This design comes from an exercise in tuning for small area, a short achievable clock period and few clock cycles on the open sky130 flow, not from production work.
Only simulation tests tie the RTL to the original design; equivalence was not proved.
Power is estimated from default activity; no workload was simulated.

## flow/design.v (module list and top-level ports; edited modules follow where they fit)
// module nse_regs: 28 lines
// module nse_ctrl: 137 lines
// module nse_dp: 112 lines
// module nse_sqacc40: 494 lines
// module nse_sqacc41: 497 lines
// module nash_sutcliffe_efficiency_top: 70 lines
module nash_sutcliffe_efficiency_top #(
	parameter int MAX_SAMPLES = nse_pkg::MAX_SAMPLES_DEF,
	parameter int SAMPLE_BITS = nse_pkg::SAMPLE_BITS_DEF
) (
	input  logic                              clk,
	input  logic                              arst_n,
	input  logic                              s_tvalid,
	output logic                              s_tready,
	input  logic [nse_pkg::IN_DATA_W-1:0]     s_tdata,    
	input  logic                              s_tlast,    
	output logic                              m_tvalid,
	input  logic                              m_tready,
	output logic [nse_pkg::EFF_W-1:0]         m_tdata,    
	output logic [nse_pkg::STAT_W-1:0]        m_tuser,    
	input  logic                              psel,
	input  logic                              penable,
	input  logic                              pwrite,
	input  logic [nse_pkg::APB_ADDR_W-1:0]    paddr,
	input  logic [nse_pkg::APB_DATA_W-1:0]    pwdata,
	output logic [nse_pkg::APB_DATA_W-1:0]    prdata,
	output logic                              pready
);
  // ...
==> flow/flow/run.sh <==
#!/bin/bash
# The standard layout (the standard.sh, standard synthesis included) with these layout
# choices:
#  - after the standard synthesis, flow/fa_polarity.py removes inverters between full-adder
#    cells: a full adder is self-dual, so feeding it complemented inputs complements its
#    outputs; it picks adder polarities that need fewer inverters. Registers and every other
#    cell stay as synthesized. The synthesized netlist is kept as 1_2_yosys.standard.v.
#  - timing repair is asked to leave setup slack beyond the clock period's (ORFS's
#    repair_timing reads the margin from SETUP_SLACK_MARGIN);
#  - the port buffers that buffer_ports puts on every input and output are plain buffers
#    (sky130_fd_sc_hd__buf_2, which repair may resize) instead of its default delay cell.
# The clock, the constraints and every other step are the standard flow's.
set -euo pipefail
export SETUP_SLACK_MARGIN=7.9
export BUFFER_PORTS_ARGS="-buffer_cell sky130_fd_sc_hd__buf_2"
R=orfs/results/${FLOW_PLATFORM}/nash_sutcliffe_efficiency_top/base
bash standard.sh synth > standard_synth.log 2>&1
cp "$R/1_2_yosys.v" "$R/1_2_yosys.standard.v"
python3 flow/fa_polarity.py "$R/1_2_yosys.standard.v" "$R/1_2_yosys.v" > fa_polarity.log 2>&1
rm -f "$R/1_synth.odb" "$R/1_synth.sdc"
bash standard.sh > standard_flow.log 2>&1
==> flow/flow/fa_polarity.py <==
#!/usr/bin/env python3
"""Remove inverters between full adders in a mapped Yosys netlist.

A full adder is self-dual: FA(~a, ~b, ~c) = (~cout, ~sum). Each fa cell gets a polarity p
(1: it is fed the complements of its inputs and so outputs the complements of its outputs);
the polarities are chosen to reduce the number of inverters the netlist needs, then every
connection is rebuilt with one shared inverter per net that needs one. Registers, ports and
every other cell are left as they are; the function is unchanged.
Usage: fa_polarity.py IN.v OUT.v
"""
import re
import sys
from collections import defaultdict

OUT_PINS = {"X", "Y", "Q", "Q_N", "SUM", "COUT", "HI", "LO"}

src = open(sys.argv[1]).read()
mod_start = src.index("module ")
mod_end = src.rindex("endmodule")
body = src[mod_start:mod_end]

# cell instances: type name ( .PIN(net), ... );
cell_re = re.compile(r"^  (sky130_fd_sc_hd__\w+) (\\\S+ |\S+) ?\(\n(.*?)\n  \);\n", re.S | re.M)
pin_re = re.compile(r"\.(\w+)\((.*?)\)(?:,|$)", re.M)

cells = []
for m in cell_re.finditer(body):
    typ, name, pins_txt = m.group(1), m.group(2), m.group(3)
    pins = []
    for pm in pin_re.finditer(pins_txt):
        pins.append([pm.group(1), pm.group(2).strip()])
    cells.append({"type": typ, "name": name.strip(), "pins": pins, "span": m.span()})
n_inst = len(re.findall(r"^  sky130_fd_sc_hd__\w+ ", body, re.M))
if n_inst != len(cells):
    sys.exit(f"fa_polarity: parsed {len(cells)} of {n_inst} cell instances")

def is_fa(c):
    return re.match(r"sky130_fd_sc_hd__fa_\d+$", c["type"]) is not None

def is_inv(c):
    return re.match(r"sky130_fd_sc_hd__(clk)?inv_\d+$", c["type"]) is not None

# nets referenced outside cell instances (assigns, ports) are fixed
rest = cell_re.sub("", body)
fixed_nets = set()
ports = set(re.findall(r"^\s*(?:input|output|inout)\s+(?:\[[^\]]*\]\s*)?(\S+);", rest, re.M))
for line in rest.splitlines():
    line = line.strip()
    if line.startswith("assign"):
        for tok in re.findall(r"(\\\S+ |[A-Za-z_][\w$]*(?:\[\d+\])?)", line[6:]):
            fixed_nets.add(tok.strip())

driver = {}
loads = defaultdict(list)      # net -> [(cell index, pin index)]
for ci, c in enumerate(cells):
    for pi, (p, n) in enumerate(c["pins"]):
        if p in OUT_PINS:
            driver[n] = (ci, p)
        else:
            loads[n].append((ci, pi))

def norm(n):
    return n.strip()

def is_port(n):
    return re.sub(r"\[\d+\]$", "", n.strip()) in ports

fa_idx = [ci for ci, c in enumerate(cells) if is_fa(c)]
inv_of = {}          # inverter output net -> input net
inv_cells = {}       # inverter output net -> cell index
for ci, c in enumerate(cells):
    if is_inv(c):
        d = dict(c["pins"])
        inv_of[norm(d["Y"])] = norm(d["A"])
        inv_cells[norm(d["Y"])] = ci

def resolve(n):
    """(source net, inversion) for a net, through one inverter."""
    n = norm(n)
    if n in inv_of:
        return inv_of[n], 1
    return n, 0

def fa_src(n):
    d = driver.get(n)
    if d is not None and is_fa(cells[d[0]]):
        return d[0]
    return None

# consumers of each source net: list of (kind, cell, pin index, inv) kind 'fa' or 'other'
# an inverter whose output goes to a fixed net (assign) stays as it is
consumers = defaultdict(list)
removable_inv = set()
involved = set()
for ci in fa_idx:
    for pi, (p, n) in enumerate(cells[ci]["pins"]):
        if p in OUT_PINS:
            involved.add(norm(n))
        else:
            s, i = resolve(n)
            involved.add(s)
for s in sorted(involved):
    for (ci, pi) in loads.get(s, []):
        c = cells[ci]
        if is_inv(c):
            y = norm(dict(c["pins"])["Y"])
            if y in fixed_nets or y == s:
                consumers[s].append(("keep", ci, pi, 0))
                continue
            removable_inv.add(ci)
            for (cj, pj) in loads.get(y, []):
                consumers[s].append(("fa" if is_fa(cells[cj]) else "other", cj, pj, 1))
        else:
            consumers[s].append(("fa" if is_fa(c) else "other", ci, pi, 0))
    if s in fixed_nets or is_port(s):
        consumers[s].append(("fixedref", -1, -1, 0))

forced = set()
for ci in fa_idx:
    for p, n in cells[ci]["pins"]:
        n = norm(n)
        if "'" in n:
            forced.add(ci)
        if p in OUT_PINS and (n in fixed_nets or is_port(n)):
            forced.add(ci)
        if p not in OUT_PINS:
            s, i = resolve(n)
            d = driver.get(s)
            if d is not None and "conb" in cells[d[0]]["type"]:
                forced.add(ci)
            if d is None and s not in fixed_nets and not re.match(r"^[A-Za-z_]", s.lstrip("\\")):
                forced.add(ci)

pol = defaultdict(int)

def net_cost(s):
    ps = pol[fa_src(s)] if fa_src(s) is not None else 0
    need_inv = False
    for kind, ci, pi, i in consumers[s]:
        if kind == "keep" or kind == "fixedref":
            continue
        t = i ^ (pol[ci] if kind == "fa" else 0)
        if t != ps:
            need_inv = True
    # a fixed reference to the net itself needs the logical value on the net
    if ps and any(k == "fixedref" for k, *_ in consumers[s]):
        return 100
    return 1 if need_inv else 0

def fa_nets(ci):
    out = set()
    for p, n in cells[ci]["pins"]:
        if p in OUT_PINS:
            out.add(norm(n))
        else:
            out.add(resolve(n)[0])
    return out

improved = True
rounds = 0
while improved and rounds < 50:
    improved = False
    rounds += 1
    for ci in fa_idx:
        if ci in forced:
            continue
        nets = fa_nets(ci)
        before = sum(net_cost(s) for s in nets)
        pol[ci] ^= 1
        after = sum(net_cost(s) for s in nets)
        if after < before:
            improved = True
        else:
            pol[ci] ^= 1

total_before = len(removable_inv)
# rebuild connections
new_invs = []      # (name, in, out)
inv_net_for = {}   # source net -> inverted net name
old_inv_out = {}   # source net -> an old inverter output net name (reuse the name)
for ci in removable_inv:
    d = dict(cells[ci]["pins"])
    old_inv_out.setdefault(norm(d["A"]), norm(d["Y"]))
new_wires = []
cnt = [0]
def inverted(s):
    if s not in inv_net_for:
        if s in old_inv_out:
            nn = old_inv_out[s]
        else:
            cnt[0] += 1
            nn = f"_fapol_n{cnt[0]}_"
            new_wires.append(nn)
        inv_net_for[s] = nn
        new_invs.append((f"_fapol_i{len(new_invs) + 1}_", s, nn))
    return inv_net_for[s]

for s in sorted(involved):
    ps = pol[fa_src(s)] if fa_src(s) is not None else 0
    for kind, ci, pi, i in consumers[s]:
        if kind in ("keep", "fixedref"):
            continue
        t = i ^ (pol[ci] if kind == "fa" else 0)
        cells[ci]["pins"][pi][1] = s if t == ps else inverted(s)

# emit; an escaped identifier ends with a space
def emit(n):
    n = n.strip()
    return n + " " if n.startswith("\\") else n

out_cells = []
for ci, c in enumerate(cells):
    if ci in removable_inv:
        continue
    pins = ",\n".join(f"    .{p}({emit(n)})" for p, n in c["pins"])
    out_cells.append(f"  {c['type']} {emit(c['name'])} (\n{pins}\n  );\n")
for name, a, y in new_invs:
    out_cells.append(f"  sky130_fd_sc_hd__inv_1 {name} (\n    .A({emit(a)}),\n    .Y({emit(y)})\n  );\n")
# keep everything that is not a cell instance in place, cells after the declarations
first = cell_re.search(body).start()
head = body[:first]
tail_txt = cell_re.sub("", body[first:])
wires = "".join(f"  wire {w};\n" for w in new_wires)
res = src[:mod_start] + head + wires + "".join(out_cells) + tail_txt + src[mod_end:]
open(sys.argv[2], "w").write(res)
print(f"fa_polarity: {len(fa_idx)} full adders, {sum(pol[c] for c in fa_idx)} flipped, "
      f"inverters {total_before} -> {len(new_invs)}", file=sys.stderr)
==> flow/standard.sh <==
#!/bin/bash
# synth_recipe.tcl (not shown) runs the flow's synth.tcl, then flattens the netlist and writes it again
# the make line also repeats each setting of config.mk as NAME=value (left out here)
make -C /OpenROAD-flow-scripts/flow DESIGN_CONFIG=/design/flow/config.mk WORK_HOME=/design/flow/orfs CLKGATE_MAP_FILE= SYNTH_SCRIPT=/design/flow/synth_recipe.tcl "${@:-finish}"
==> flow/config.mk <==
export PLATFORM = sky130hd
export DESIGN_NAME = nash_sutcliffe_efficiency_top
export DESIGN_NICKNAME = nash_sutcliffe_efficiency_top
export VERILOG_FILES = /design/flow/design.v
export SDC_FILE = /design/flow/constraint.sdc
export NUM_CORES = 4
export LEC_CHECK = 0
export CAP_MARGIN = 20
export CORE_MARGIN = 2
export CORE_UTILIZATION = 40
export SLEW_MARGIN = 20
==> flow/constraint.sdc <==
create_clock -name core_clock -period 12.0 [get_ports {clk}]
set_input_delay 2.4000 -clock core_clock [delete_from_list [all_inputs] [get_ports {clk}]]
set_output_delay 2.4000 -clock core_clock [all_outputs]
set_load 0.01 [all_outputs]
==> results.yml, run 1 <==
setup_path:
  reg2reg_from: "u_ctrl.sub_q"
  cp.arrival_ns: 4.40
  worstSetupStartpointType: "flop"
  cp_cell_sequence: "clkbuf_16 -> xor2_1 -> ha_2 -> nand4_1 -> or4_1 -> a2bb2oi_2 -> o31ai_2 -> a211o_2 -> a221oi_4 -> o41a_4 -> o31ai_2 -> xnor2_1 -> o22ai_1"
  critPathBufInv: 1
  rr_worst_depth: 13
  cpMaxStageDelayCell: "or4_1"
  crit_end: "u_ctrl.pd_q[43]"
  crit_top_cell: "o31ai_2"
  startpoint: "u_ctrl.sub_q"
  r2r_end: "u_ctrl.pd_q[43]"
finish:
  buf_share: 0.0278
  final_util: 0.446
  layout.nets: 5105
  design_area_um2: 45500
  final-clk-cell-share: 0.0431
  clock_buffers: 82
  mostFrequentLayoutCells: "352 x nand2_1, 330 x nor2_1, 328 x a21oi_1"
  reg_top3: "u_ctrl.ns_q: 52 flops, u_ctrl.pn_q: 52 flops, u_ctrl.pd_q: 51 flops"
  seq_cell_count: 512
clock_network:
  clockBufferDepth: 3
  cts_tree: "yes"
  cts_resized: 32
die:
  fp.dieArea_um2: 106000
  die-width_um: 326
  initial_utilization: 0.405
  die_h_um: 326
sta:
  max_freq_mhz: 246
  finClkSkew_ns: 0.0307
run_status:
  status: "complete, no violations"
power:
  ir_drop_mv: 0.184
  power_mw: 12.3
  pwr.group.combinational_mw: 7.35
route:
  ant_nets: 0
  finalWirelength_mm: 117
  topRoutingLayerUsed: "met5"
  drt-vias-per-instance: 5.48
  wl_met2_mm: 53.1
grt:
  grt_max_degree: 80
  antenna_found_initial: 2
  globalRouteOverflowTotal: 0
  busiest_layer: "met2"
min_path:
  hold_start: "u_dp.l1_q"
  hold_depth: 0
placed_design:
  dpl.cell_count: 5685
Testbench counts, summed over its fixed seeds: cycles 16,641.
==> inputs of run 2 (changes only) <==
--- a/flow/config.mk
+++ b/flow/config.mk
@@ -10,2 +10,5 @@
 export CORE_UTILIZATION = 40
+export CTS_BUF_LIST = sky130_fd_sc_hd__clkbuf_16
+export CTS_CLUSTER_DIAMETER = 100
+export CTS_CLUSTER_SIZE = 25
 export SLEW_MARGIN = 20
==> results.yml, run 2 <==
run_status:
  status: "complete, no violations"
power:
  power_mw: 11.6
  ir_drop_mv: 0.173
  p_per_area_nw_per_um2: 261
  p_leak_nw: 20.6
route:
  wl_met2_mm: 53.6
  wl_met3_mm: 5.84
  wl_per_cell_um: 20.1
  drtIter0Drc: 2528
  ant_nets: 0
  topRoutingLayerUsed: "met5"
  dr.pass1.iters: 5
  drc: 0
  wl_met1_mm: 53.5
  drt-vias-per-instance: 5.50
  dr_total_vias: 31877
  finalWirelength_mm: 117
finish:
  layout.nets: 5077
  mostFrequentLayoutCells: "351 x nand2_1, 330 x nor2_1, 328 x a21oi_1"
  n_fill_cell: 10134
  fin_cells: 5799
  final_common_cell: "nand2_1"
  design_area_um2: 44500
  area_growth_syn_to_layout_pct: 7.61
  layout-drive-gt1-share: 0.0804
  reg_top3: "u_ctrl.ns_q: 52 flops, u_ctrl.pn_q: 52 flops, u_ctrl.pd_q: 51 flops"
sta:
  fin_tns_setup_ns: 0
  whs_ns: 0.357
  max_freq_mhz: 245
  drv_slew: 0
  tightest_slew_ns: 0.950
  final.min_clock_period_ns: 4.08
  post-route-period-util: 0.340
  slew_headroom: 0.365
  setup_viol: 0
  hold_violations: 0
  finClkSkew_ns: 0.0340
  rsz0062_at_grt: "yes"
synth:
  synth_area_um2: 41400
  ys_warn_count: 3
  synthCells: 4419
  synth_area_per_cell_um2: 9.36
clock_network:
  cts_tree: "yes"
  clock_latency_ns: 0.66
  cts_made_buffers: 27
  cts-root-buf: "clkbuf_16"
  clock-sinks: 512
  cts.clk_slew.worst_paths_ns: 0.11
  cts_max_level: 1
  clockBufferDepth: 3
setup_path:
  crit_path_end_kind: "flop"
  rr_worst_depth: 15
  worstSetupStartpointType: "flop"
  reg2reg_from: "u_ctrl.sub_q"
  path_max_fanout: 13
  critical_path_class: "flop to flop"
  cp_data_required_time_ns: 12.36
  r2r_end: "u_ctrl.sub_q"
  cp.arrival_ns: 4.44
  regToRegSetupSlack_ns: 7.92
placed_design:
  dpl.cell_count: 5685
  port_buffers: 86
  placed_area_um2: 42700
  hpwl_mm: 87.7
  gp_congestion: 0.905
die:
  initial_utilization: 0.405
  row_count: 117
  ioPinCount: 136
  fp.dieArea_um2: 106000
  core_region_area_um2: 102000
  die-width_um: 326
  die_h_um: 326
min_path:
  hold_depth: 0
  hp-class: "flop to flop"
  hold-path-endpoint: "u_dp.l2_q"
  hold_start: "u_dp.l1_q"
grt:
  antenna_found_initial: 2
  globalRouteOverflowTotal: 0
  grt_pass1_wl_mm: 180
  grtUsageTotal: 0.213
  grt_pass1_vias: 31293
  grt_max_degree: 80
run:
  drv_cap: 0
## run 2: cell count changes in the layout (fill, tap and decap cells not counted), sizes merged
cell,change
diode,+3
inv,+17
clkbuf,-55
clkinvlp,-3
bufinv,-2
clkinv,-20
buf,+5
## run 2: worst max-delay path by stage
stage	start	end	slack [ns]
floorplan	u_ctrl.pd_q[0]	u_ctrl.pd_q[51]	7.77
global placement	u_dp.o1_q[15]	u_dp.ye2_q[14]	7.26
detailed placement	u_dp.o1_q[15]	u_dp.ye2_q[14]	7.25
CTS	u_dp.o1_q[15]	u_dp.ye2_q[14]	7.89
global route	u_ctrl.sub_q	u_ctrl.xq_q[0]	7.80
finish	u_ctrl.sub_q	u_ctrl.sub_q	7.92
## run 2: critical path, stage by stage, from the launching register on
cell	delay (ns)
edfxtp_1	0.46
buf_4	0.19
buf_6	0.17
xor2_1	0.18
ha_1	0.35
and2_1	0.24
o2111ai_1	0.16
a21o_4	0.24
a21oi_1	0.40
o31ai_4	0.18
o41ai_4	0.22
buf_4	0.21
nand3_1	0.10
nand3b_1	0.11
xor2_1	0.44
o21ai_0	0.13
## run 2: cell type report
| class | count | area, µm² | share of cell area |
|---|---|---|---|
| Multi-Input combinational cell | 3499 | 27500 | 0.619 |
| Antenna cell | 3 | 7.51 | 0.000169 |
| Sequential cell | 512 | 12400 | 0.279 |
| Timing Repair Buffer | 182 | 1300 | 0.0292 |
| Inverter | 185 | 698 | 0.0157 |
| Clock buffer | 27 | 676 | 0.0152 |
| Tap cell | 1368 | 1710 | 0.0385 |
| Clock inverter | 23 | 176 | 0.00396 |
## run 2: power by group
group	internal, mW	switching (mW)	leakage [nW]
sequential	2.50	0.586	4.62
combinational	2.95	4.49	15.5
clock	0.433	0.666	0.457
## run 2: repair_timing
action	CTS	global route
gates resized for setup	36	65
hold endpoints to repair	0	0
endpoints found under the setup margin	63	44
hold buffers	0	0
cloned	1	3
pin swaps	13	48
buffers inserted	25	31
## run 2: stage by stage
step           utilization  worst slack (ns)
6_report             0.436              7.92
3_3_place_gp         0.418              7.26
3_5_place_dp         0.418              7.25
5_1_grt              0.436              7.80
2_1_floorplan            -              7.77
4_1_cts              0.430              7.89
## run 2: per-layer routing
| layer | vias up | global-route usage |
|---|---|---|
| met4 | 2 | 0.0671 |
| li1 | 15213 | - |
| met3 | 170 | 0.0213 |
| met5 | - | 0 |
| met1 | 15639 | 0.300 |
| met2 | 853 | 0.345 |
==> inputs of run 3 (changes only) <==
--- a/flow/config.mk
+++ b/flow/config.mk
@@ -10,5 +10,5 @@
 export CORE_UTILIZATION = 40
-export CTS_BUF_LIST = sky130_fd_sc_hd__clkbuf_16
-export CTS_CLUSTER_DIAMETER = 100
-export CTS_CLUSTER_SIZE = 25
+export CTS_BUF_LIST = sky130_fd_sc_hd__clkbuf_8
+export CTS_CLUSTER_DIAMETER = 60
+export CTS_CLUSTER_SIZE = 14
 export SLEW_MARGIN = 20
==> results.yml, run 3 <==
finish:
  n_fill_cell: 10139
  mostFrequentLayoutCells: "352 x nand2_1, 330 x nor2_1, 328 x a21oi_1"
  design_area_um2: 44800
  layout-drive-gt1-share: 0.0877
  final_util: 0.438
  reg_top3: "u_ctrl.ns_q: 52 flops, u_ctrl.pn_q: 52 flops, u_ctrl.pd_q: 51 flops"
  layout.nets: 5099
  multi_input_area_um2: 27500
  fin_cells: 5843
  seq_area_um2: 12400
  area_growth_syn_to_layout_pct: 8.22
  final_common_cell: "nand2_1"
setup_path:
  worstSetupStartpointType: "flop"
  rr_worst_depth: 16
  startpoint: "u_ctrl.pn_q[2]"
  reg2reg_from: "u_ctrl.pn_q[2]"
  path_max_fanout: 4
  regToRegSetupSlack_ns: 7.96
  cp.arrival_ns: 4.50
  crit_path_end_kind: "flop"
  r2r_end: "u_ctrl.pn_q[49]"
  cp_data_required_time_ns: 12.47
  crit_end: "u_ctrl.pn_q[49]"
  critical_path_class: "flop to flop"
clock_network:
  cts-root-buf: "clkbuf_8"
  clock_latency_ns: 0.74
  cts_made_buffers: 50
  cts.clk_slew.worst_paths_ns: 0.10
  clockBufferDepth: 3
  clock-sinks: 512
  cts_tree: "yes"
  cts_max_level: 2
  holdBufCountCts: 0
sta:
  post-route-period-util: 0.336
  setup_ws_ns: 7.96
  drv_slew: 0
  rsz0062_at_grt: "yes"
  tightest_slew_ns: 0.969
  setup_viol: 0
  final.min_clock_period_ns: 4.04
  whs_ns: 0.357
  fin_tns_setup_ns: 0
  slew_headroom: 0.352
  finClkSkew_ns: 0.0551
  max_freq_mhz: 248
  hold_violations: 0
die:
  initial_utilization: 0.405
  ioPinCount: 136
  fp.dieArea_um2: 106000
  core_region_area_um2: 102000
  row_count: 117
  die-width_um: 326
  die_h_um: 326
grt:
  grtUsageTotal: 0.215
  grt_pass1_vias: 31448
  antenna_found_initial: 4
  grt_max_degree: 80
  globalRouteOverflowTotal: 0
  grt_pass1_wl_mm: 181
route:
  ant_nets: 0
  wl_met2_mm: 53.3
  dr.pass1.iters: 6
  finalWirelength_mm: 117
  drtIter0Drc: 2438
  drt-vias-per-instance: 5.50
  wl_met1_mm: 52.9
  drc: 0
  wl_per_cell_um: 20.1
  topRoutingLayerUsed: "met5"
  dr_total_vias: 32109
  wl_met3_mm: 6.59
power:
  p_per_area_nw_per_um2: 262
  ir_drop_mv: 0.176
  power_mw: 11.7
  p_leak_nw: 20.7
synth:
  synth_area_per_cell_um2: 9.36
  synthCells: 4419
  ys_warn_count: 3
  synth_area_um2: 41400
placed_design:
  port_buffers: 86
  placed_area_um2: 42700
  hpwl_mm: 87.7
  place_ws_ns: 7.25
  gp_congestion: 0.905
  dpl.cell_count: 5685
run_status:
  status: "complete, no violations"
min_path:
  hp-class: "flop to flop"
run:
  drv_cap: 0
[run 3: final cells by class]
class / instances / area share
multi-input combinational: 3499 / 0.615
sequential: 512 / 0.277
tap: 1368 / 0.0382
timing repair buffer: 181 / 0.0291
clock buffer: 55 / 0.0169
inverter: 185 / 0.0155
clock inverter: 38 / 0.00772
antenna: 5 / 0.000280
[run 3: how the worst min path moves through the flow]
stage	from	to	cells after the start
2_1_floorplan	u_dp.l1_q	u_dp.l2_q	0
6_report	u_dp.l1_q	u_dp.l2_q	0
3_5_place_dp	u_dp.l1_q	u_dp.l2_q	0
4_1_cts	u_dp.l1_q	u_dp.l2_q	0
5_1_grt	u_dp.l1_q	u_dp.l2_q	0
3_3_place_gp	u_dp.l1_q	u_dp.l2_q	0
[run 3: routing by layer]
layer / vias up / GRT usage
met1: 15694 / 0.299
li1: 15292 / -
met3: 220 / 0.0269
met5: - / 0
met2: 895 / 0.343
met4: 8 / 0.0775
[run 3: where the power goes]
| part | total, mW | leakage [nW] | internal, mW | switching [mW] |
|---|---|---|---|---|
| combinational | 7.40 | 15.5 | 2.93 | 4.47 |
| clock | 1.24 | 0.601 | 0.544 | 0.699 |
| sequential | 3.08 | 4.62 | 2.50 | 0.582 |
| total | 11.7 | 20.7 | 5.98 | 5.75 |
[run 3: worst max-delay path, cell delays in order, from the launching register on]
cell      delay [ns]
edfxtp_1        0.57
and2_4          0.22
fa_1            0.57
fa_1            0.44
ha_2            0.21
fa_2            0.33
inv_2           0.06
nor2b_2         0.04
o21ai_1         0.12
nand2b_1        0.10
a21o_1          0.17
a21o_1          0.17
a21o_1          0.18
a21o_1          0.18
xnor2_1         0.16
o21ai_1         0.10
a21o_1          0.15
[run 3: timing repair]
action                     4_1_cts  5_1_grt
resized for setup               33       64
buffers inserted                28       27
hold endpoints to repair         0        0
setup endpoints to repair       65       44
pin swaps                       12       40
cloned                           1        3
==> module nse_ctrl, before the edit <==
module nse_ctrl (
	input  logic                           clk,
	input  logic                           arst_n,
	input  logic                           handoff,
	output logic                           bk_idle_nxt,
	input  logic [9:0]                     n_i,
	input  logic [24:0]                    so_i,
	input  logic [39:0]                    soo_i,
	input  logic [40:0]                    see_i,
	output logic                           m_tvalid,
	input  logic                           m_tready,
	output logic [nse_pkg::EFF_W-1:0]      m_tdata,
	output logic [nse_pkg::STAT_W-1:0]     m_tuser
);
	typedef enum logic [2:0] {
		B_IDLE = 3'd0,
		B_MUL  = 3'd1,
		B_CHK  = 3'd2,
		B_DIV  = 3'd4,
		B_FIN  = 3'd5,
		B_OUT  = 3'd6
	} bstate_t;
	bstate_t     st_q;
	logic [4:0]  k_q;
	logic [9:0]  n_q;
	logic [54:0] pn_q;      
	logic [54:0] ns_q;      
	logic [25:0] xq_q;      
	logic [52:0] pd_q;      
	logic        pb_q;      
	logic [1:0]  stat_q;
	logic        valid_q, few_q, div_q, chk_q, sub_q;
	logic [12:0] q_add, n_add;
	assign q_add = pn_q[54:42] + (pn_q[0] ? {3'd0, n_q} : 13'd0) + (pn_q[1] ? {2'd0, n_q, 1'b0} : 13'd0)
	             + (pn_q[2] ? {1'b0, n_q, 2'b0} : 13'd0);
	assign n_add = ns_q[54:42] + (ns_q[0] ? {3'd0, n_q} : 13'd0) + (ns_q[1] ? {2'd0, n_q, 1'b0} : 13'd0)
	             + (ns_q[2] ? {1'b0, n_q, 2'b0} : 13'd0);
	logic [26:0] so27, sq_mag, sq_add;
	logic        bm1, bm2, bneg;
	assign bm1    = pd_q[0] ^ pb_q;
	assign bm2    = (pd_q[1] && !pd_q[0] && !pb_q) || (!pd_q[1] && pd_q[0] && pb_q);
	assign bneg   = pd_q[1] && !(pd_q[0] && pb_q);
	assign so27   = {{2{xq_q[24]}}, xq_q[24:0]};
	assign sq_mag = bm1 ? so27 : (bm2 ? {so27[25:0], 1'b0} : 27'd0);
	assign sq_add = pd_q[52:26] + (sq_mag ^ {27{bneg}}) + {26'd0, bneg};
	logic [50:0] pn_opb, pn_sum;
	logic        qb;
	assign pn_opb = {1'b0, pd_q[49:0]} ^ {51{sub_q}};
	assign pn_sum = {pn_q[49:0], xq_q[25]} + pn_opb + {50'd0, sub_q};
	assign qb     = !pn_sum[50];
	logic        flat, sat;
	logic [25:0] w;
	logic [23:0] eff;
	assign flat = pd_q[49:0] == 50'd0;
	assign sat  = xq_q[25] || (xq_q[24] && ((xq_q[23:17] != 7'd0) || (&xq_q[16:0])));
	assign w    = 26'h0020000 - {1'b0, xq_q[24:0]};
	assign eff  = sat ? 24'h800000 : w[24:1];
	always_ff @(posedge clk or negedge arst_n) begin
		if (!arst_n) begin
			st_q    <= B_IDLE;
			valid_q <= 1'b0;
			div_q   <= 1'b0;
			chk_q   <= 1'b0;
			k_q     <= '0;
		end else begin
			case (st_q)
				B_IDLE: if (handoff) begin st_q <= B_MUL; k_q <= 5'd14; end
				B_MUL: begin
					k_q <= (k_q == 5'd0) ? 5'd25 : k_q - 5'd1;
					if (k_q == 5'd0) begin st_q <= B_CHK; chk_q <= 1'b1; end
				end
				B_CHK: begin
					st_q  <= B_DIV;
					div_q <= 1'b1;
					chk_q <= 1'b0;
				end
				B_DIV: begin
					k_q <= k_q - 5'd1;
					if (k_q == 5'd0 || (k_q == 5'd25 && (few_q || flat))) begin
						st_q  <= B_FIN;
						div_q <= 1'b0;
					end
				end
				B_FIN: begin st_q <= B_OUT; valid_q <= 1'b1; end
				B_OUT: if (m_tready) begin st_q <= B_IDLE; valid_q <= 1'b0; end
				default: st_q <= B_IDLE;
			endcase
		end
	end
	always_ff @(posedge clk) begin
		case (st_q)
			B_IDLE: if (handoff) begin
				n_q   <= n_i;
				few_q <= n_i == 10'd0;
				pn_q  <= {15'd0, soo_i};
				ns_q  <= {14'd0, see_i};
				xq_q  <= {1'b0, so_i};
				pd_q  <= {27'd0, so_i[24], so_i};
				pb_q  <= 1'b0;
				sub_q <= 1'b0;
			end
			B_MUL: begin
				if (k_q >= 5'd2) begin    
					pd_q <= {{2{sq_add[26]}}, sq_add, pd_q[25:2]};
					pb_q <= pd_q[1];
				end
				if (k_q >= 5'd1) begin
					pn_q <= {3'd0, q_add, pn_q[41:3]};
					ns_q <= {3'd0, n_add, ns_q[41:3]};
				end else begin
					pn_q     <= {1'b0, pn_q[54:1]};
					xq_q[25] <= pn_q[0];
				end
				if (k_q == 5'd0) sub_q <= 1'b1;
			end
			B_CHK: begin
				pd_q <= {3'd0, pn_sum[49:0]};
				pn_q <= {13'd0, ns_q[50:9]};
				xq_q <= {ns_q[8:0], 17'd0};
			end
			B_DIV: begin
				pn_q  <= {4'd0, pn_sum};
				xq_q  <= {xq_q[24:0], qb};
				sub_q <= qb;
			end
			B_FIN: begin
				stat_q <= few_q ? nse_pkg::STAT_FEW : (flat ? nse_pkg::STAT_FLAT : nse_pkg::STAT_OK);
				xq_q   <= (few_q || flat) ? 26'd0 : {2'b0, eff};
			end
			default: ;
		endcase
	end
	assign bk_idle_nxt = ((st_q == B_IDLE) && !handoff) || ((st_q == B_OUT) && m_tready);
	assign m_tvalid    = valid_q;
	assign m_tdata     = xq_q[23:0];
	assign m_tuser     = stat_q;
endmodule
==> inputs of run 4 (changes only) <==
--- a/flow/design.v
+++ b/flow/design.v
@@ -115,3 +115,3 @@
 			case (st_q)
-				B_IDLE: if (handoff) begin st_q <= B_MUL; k_q <= 5'd14; end
+				B_IDLE: if (handoff) begin st_q <= B_MUL; k_q <= 5'd13; end
 				B_MUL: begin
@@ -151,3 +151,3 @@
 			B_MUL: begin
-				if (k_q >= 5'd2) begin    
+				if (k_q >= 5'd1) begin    
 					pd_q <= {{2{sq_add[26]}}, sq_add, pd_q[25:2]};
@@ -155,8 +155,7 @@
 				end
-				if (k_q >= 5'd1) begin
-					pn_q <= {3'd0, q_add, pn_q[41:3]};
-					ns_q <= {3'd0, n_add, ns_q[41:3]};
-				end else begin
-					pn_q     <= {1'b0, pn_q[54:1]};
-					xq_q[25] <= pn_q[0];
+				ns_q <= {3'd0, n_add, ns_q[41:3]};
+				if (k_q >= 5'd1) pn_q <= {3'd0, q_add, pn_q[41:3]};
+				else begin
+					pn_q     <= {4'd0, q_add, pn_q[41:4]};
+					xq_q[25] <= pn_q[3];
 				end
==> results.yml, run 4 <==
run_status:
  status: "complete, no violations"
clock_network:
  clock-sinks: 512
  cts.clk_slew.worst_paths_ns: 0.10
  clock_latency_ns: 0.75
  clockBufferDepth: 3
  cts_max_level: 2
  cts_tree: "yes"
  cts_made_buffers: 57
  cts-root-buf: "clkbuf_8"
synth:
  synthCells: 4384
  ys_warn_count: 3
  synth_area_um2: 41000
  synth_area_per_cell_um2: 9.36
route:
  drtIter0Drc: 2453
  dr.pass1.iters: 7
  wl_met1_mm: 52.9
  ant_nets: 0
  topRoutingLayerUsed: "met4"
  finalWirelength_mm: 116
  drt-vias-per-instance: 5.50
  wl_met2_mm: 54.1
  wl_per_cell_um: 19.9
  dr_total_vias: 31956
  drc: 0
  wl_met3_mm: 5.01
finish:
  n_fill_cell: 9987
  reg_top3: "u_ctrl.ns_q: 52 flops, u_ctrl.pn_q: 52 flops, u_ctrl.pd_q: 51 flops"
  layout-drive-gt1-share: 0.0840
  layout.nets: 5063
  final_common_cell: "nand2_1"
  final_util: 0.437
  mostFrequentLayoutCells: "349 x nand2_1, 322 x nor2_1, 296 x ha_1"
  area_growth_syn_to_layout_pct: 8.47
  design_area_um2: 44500
sta:
  setup_viol: 0
  finClkSkew_ns: 0.0384
  tightest_slew_ns: 1.00
  slew_headroom: 0.332
  post-route-period-util: 0.336
  max_freq_mhz: 248
  rsz0062_at_grt: "yes"
  drv_slew: 0
  hold_violations: 0
  fin_tns_setup_ns: 0
  final.min_clock_period_ns: 4.04
power:
  ir_drop_mv: 0.176
  p_leak_nw: 20.4
  power_mw: 11.6
  pwr-share-clk: 0.118
  p_seq_frac: 0.264
  p_sw_mw: 5.70
  pwr-share-comb: 0.617
  swShare: 0.490
  p_per_area_nw_per_um2: 261
  internal-power_mw: 5.92
die:
  die_h_um: 324
  ioPinCount: 136
  die-width_um: 324
  core_region_area_um2: 102000
  fp.dieArea_um2: 105000
  row_count: 117
  initial_utilization: 0.403
setup_path:
  reg2reg_from: "u_ctrl.pn_q[2]"
  startpoint: "u_ctrl.pn_q[2]"
  cpMaxStageDelayCell: "fa_2"
  crit_path_end_kind: "flop"
  critical_path.max_stage_delay_ns: 0.62
  cp_cell_sequence: "and2_1 -> fa_1 -> fa_2 -> ha_1 -> a21o_1 -> a21oi_2 -> nor2b_1 -> o21a_1 -> o41ai_4 -> o21ai_0 -> xor2_1 -> nand2_1 -> a21oi_1 -> a31o_2"
  path_max_fanout: 4
  cp_data_required_time_ns: 12.51
  critPathBufInv: 0
  critical_path_class: "flop to flop"
  cp.arrival_ns: 4.55
  critPathTopFamily: "adder cells"
  worstSetupStartpointType: "flop"
placed_design:
  gp_congestion: 0.915
  port_buffers: 86
  hpwl_mm: 85.7
  placed_area_um2: 42500
grt:
  grt_pass1_wl_mm: 181
  grt_pass1_vias: 31870
  globalRouteOverflowTotal: 0
  grtUsageTotal: 0.220
  grt_max_degree: 86
  antenna_found_initial: 2
run:
  drv_cap: 0
min_path:
  hp-class: "flop to flop"
  hold_start: "u_dp.l1_q"
==> run 4: area by class of cell <==
type | count | area (µm²) | share of cell area
Antenna cell | 2 | 5.00 | 0.000112
Multi-Input combinational cell | 3462 | 27200 | 0.611
Inverter | 190 | 721 | 0.0162
Clock buffer | 59 | 812 | 0.0182
Clock inverter | 48 | 487 | 0.0109
Sequential cell | 512 | 12400 | 0.279
Tap cell | 1368 | 1710 | 0.0385
Timing Repair Buffer | 171 | 1160 | 0.0261
==> run 4: metal layers <==
| metal | GRT usage | vias up |
|---|---|---|
| met5 | 0 | - |
| met4 | 0.0741 | 0 |
| met3 | 0.0199 | 172 |
| met2 | 0.364 | 849 |
| met1 | 0.304 | 15738 |
| li1 | - | 15197 |
==> run 4: repair_timing <==
| action | CTS | global route |
|---|---|---|
| resized for setup | 25 | 47 |
| pin swaps | 9 | 23 |
| buffers inserted | 25 | 24 |
| hold buffers | 0 | 0 |
| cloned | 1 | 2 |
| endpoints found under the setup margin | 54 | 48 |
==> run 4: worst paths after layout <==
kind / to / slack [ns] / cells after the start
max: u_ctrl.pn_q[49] / 7.96 / 14
min: u_dp.l2_q / 0.36 / 0
max reg2reg: u_ctrl.pn_q[49] / 7.96 / 14
min reg2reg: u_dp.l2_q / 0.36 / 0
max in group asynchronous: u_ctrl.k_q[3] / 9.61 / 1
min in group asynchronous: u_regs.skip_q[2] / 1.77 / 1
==> run 4: stage by stage <==
step	cells	hold slack [ns]	setup slack, ns
final	5812	0.362	7.96
after global routing	5811	0.368	7.77
after CTS	5784	0.366	7.90
after detailed placement	5651	0.354	6.96
after global placement	5651	0.338	7.03
after floorplan	4406	0.331	7.90
==> run 4: power groups by stage <==
| stage | Sequential (mW) | Combinational [mW] | Clock, mW |
|---|---|---|---|
| finish | 3.07 | 7.17 | 1.38 |
| global placement | 3.16 | 6.64 | 0 |
| detailed placement | 3.16 | 6.67 | 0 |
| global route | 3.11 | 7.91 | 1.48 |
| CTS | 3.06 | 6.94 | 1.42 |
| floorplan | 2.81 | 5.12 | 0 |
Testbench counts of run 4, summed over its fixed seeds: cycles 16,600.
==> inputs of run 5 (changes only) <==
--- a/flow/flow/run.sh
+++ b/flow/flow/run.sh
@@ -13,3 +13,3 @@
 set -euo pipefail
-export SETUP_SLACK_MARGIN=7.9
+export SETUP_SLACK_MARGIN=8.0
 export BUFFER_PORTS_ARGS="-buffer_cell sky130_fd_sc_hd__buf_2"
==> results.yml, run 5 <==
run_status:
  status: "complete, no violations"
route:
  ant_nets: 0
  drtIter0Drc: 2512
  wl_per_cell_um: 20.1
  finalWirelength_mm: 117
  drt-vias-per-instance: 5.49
  dr_total_vias: 32108
  dr.pass1.iters: 6
  drc: 0
setup_path:
  regToRegSetupSlack_ns: 7.97
  path_max_fanout: 5
  crit_path_end_kind: "flop"
  cpMaxStageDelayCell: "fa_1"
  critical_path_class: "flop to flop"
  r2r_end: "u_ctrl.pn_q[49]"
  cp_cell_sequence: "and2_4 -> fa_1 -> fa_1 -> buf_4 -> fa_2 -> a21o_1 -> a21oi_2 -> nor2b_1 -> o21a_1 -> o41ai_4 -> xnor2_1 -> nand2_1 -> a21oi_2 -> a31o_2"
  cp.arrival_ns: 4.52
  reg2reg_from: "u_ctrl.n_q[3]"
  critical_path.max_stage_delay_ns: 0.55
  worstSetupStartpointType: "flop"
  cp_data_required_time_ns: 12.49
  rr_worst_depth: 14
min_path:
  hp-class: "flop to flop"
  hold_depth: 0
  hold-path-endpoint: "u_dp.l2_q"
  hold_start: "u_dp.l1_q"
die:
  core_region_area_um2: 102000
  initial_utilization: 0.403
  ioPinCount: 136
  die-width_um: 324
  row_count: 117
  fp.dieArea_um2: 105000
  die_h_um: 324
sta:
  fin_tns_setup_ns: 0
  max_freq_mhz: 248
  finClkSkew_ns: 0.0456
  post-route-period-util: 0.336
  final.min_clock_period_ns: 4.03
  setup_viol: 0
  tightest_slew_ns: 0.987
  slew_headroom: 0.340
  hold_violations: 0
  rsz0062_at_grt: "yes"
  drv_slew: 0
clock_network:
  clock-sinks: 512
  cts_made_buffers: 53
  clock_latency_ns: 0.75
  cts_max_level: 2
  cts-root-buf: "clkbuf_8"
  clockBufferDepth: 3
  holdBufCountCts: 0
  cts.clk_slew.worst_paths_ns: 0.09
  cts_tree: "yes"
placed_design:
  hpwl_mm: 87.0
  port_buffers: 86
  gp_congestion: 0.924
finish:
  reg_top3: "u_ctrl.ns_q: 52 flops, u_ctrl.pn_q: 52 flops, u_ctrl.pd_q: 51 flops"
  n_fill_cell: 9923
  layout-drive-gt1-share: 0.0992
  final_common_cell: "nand2_1"
  area_growth_syn_to_layout_pct: 9.82
  layout.nets: 5103
  mostFrequentLayoutCells: "346 x nand2_1, 320 x nor2_1, 291 x a21oi_1"
grt:
  grtUsageTotal: 0.221
  grt_pass1_vias: 31941
  grt_pass1_wl_mm: 182
  globalRouteOverflowTotal: 0
  antenna_found_initial: 4
  grt_max_degree: 70
run:
  drv_cap: 0
power:
  p_per_area_nw_per_um2: 265
  p_leak_nw: 20.6
  power_mw: 11.9
  ir_drop_mv: 0.287
synth:
  ys_warn_count: 3
  synth_area_um2: 41000
  synthCells: 4384
  synth_area_per_cell_um2: 9.36
-- run 5: worst max path at each step --
stage / start / end / slack (ns) / cells past startpoint
5_1_grt: u_ctrl.pn_q[1] / u_ctrl.pn_q[50] / 7.87 / 15
4_1_cts: u_ctrl.pd_q[0] / u_ctrl.pd_q[51] / 7.93 / 17
2_1_floorplan: u_ctrl.pd_q[0] / u_ctrl.pd_q[51] / 8.02 / 17
3_5_place_dp: u_ctrl.sub_q / u_ctrl.xq_q[0] / 6.89 / 13
6_report: u_ctrl.n_q[3] / u_ctrl.pn_q[49] / 7.97 / 14
3_3_place_gp: u_ctrl.sub_q / u_ctrl.xq_q[0] / 7.01 / 13
-- run 5: timing repair --
item,4_1_cts,5_1_grt
pin swaps,15,65
setup endpoints to repair,98,56
resized for setup,45,103
gates cloned,1,3
buffers inserted,28,61
-- run 5: worst max-delay path: cells and delay by family (launching register included) --
kind                     cells  cell delay [ns]
AO/OA/AOI/OAI                6             1.14
flip-flops                   1             0.51
adder cells (fa/ha/maj)      3             1.38
XOR/XNOR                     1             0.18
AND/OR/NAND/NOR              3             0.40
buffers and inverters        1             0.16
-- run 5: metal layers --
layer / vias up / part of all wire / global-route usage / wire length [µm]
li1: 15245 / - / - / -
met1: 15661 / 0.45 / 0.301 / 52300
met2: 989 / 0.45 / 0.355 / 53300
met3: 213 / 0.060 / 0.0301 / 7040
met4: 0 / 0.042 / 0.0876 / 4880
met5: - / 0 / 0 / 0
-- run 5: power breakdown --
part / internal, mW / switching (mW) / total (mW)
combinational: 3.05 / 4.50 / 7.55
sequential: 2.51 / 0.596 / 3.11
clock: 0.562 / 0.732 / 1.29
total: 6.12 / 5.83 / 11.9
-- run 5: cell type report --
| class | instances | area [µm²] | area share |
|---|---|---|---|
| Sequential cell | 512 | 12400 | 0.275 |
| Clock buffer | 59 | 812 | 0.0180 |
| Tap cell | 1368 | 1710 | 0.0380 |
| Antenna cell | 2 | 5.00 | 0.000111 |
| Clock inverter | 39 | 360 | 0.00800 |
| Multi-Input combinational cell | 3462 | 27500 | 0.610 |
| Inverter | 190 | 714 | 0.0159 |
| Timing Repair Buffer | 215 | 1590 | 0.0352 |
-- run 5: metrics by stage --
| stage | util | std cells | setup slack, ns | hold WS, ns | area, µm² |
|---|---|---|---|---|---|
| after CTS | 0.434 | 5781 | 7.93 | 0.360 | 44100 |
| after global placement | 0.418 | 5654 | 7.01 | 0.342 | 42500 |
| after global routing | 0.443 | 5847 | 7.87 | 0.373 | 45100 |
| final | 0.443 | 5847 | 7.97 | 0.361 | 45100 |
| after floorplan | - | 4406 | 8.02 | 0.331 | 41100 |
| after detailed placement | 0.418 | 5654 | 6.89 | 0.344 | 42500 |

==> static timing again, ports no longer ideal <==
The results above use ideal ports. As a check the final layouts listed here were re-extracted and re-timed, cells and wires unchanged. Step 1 (the two cells are an assumption about what drives the block):
set clk [get_ports {clk}]
set_driving_cell -lib_cell sky130_fd_sc_hd__clkbuf_16 $clk
set_driving_cell -lib_cell sky130_fd_sc_hd__buf_2 [delete_from_list [all_inputs] $clk]
Step 2 times the ports against the registers' clock, not the clock port: input delays grow and output delays shrink by t, the midpoint of the rising clock arrivals with the driver on. Three values: ideal, step 1, step 2; two values: the first two.
run	t (ns)	setup WS [ns]	worst setup path after step 2
run 1	0.724	7.941 / 7.941 / 7.941	register to register
run 2	0.710	7.921 / 7.921 / 7.921	register to register
run 3	0.785	7.962 / 7.962 / 7.962	register to register
run 4	0.792	7.964 / 7.964 / 7.964	register to register
run 5	0.789	7.973 / 7.933 / 7.973	register to register
After both steps every run listed still meets setup and hold.
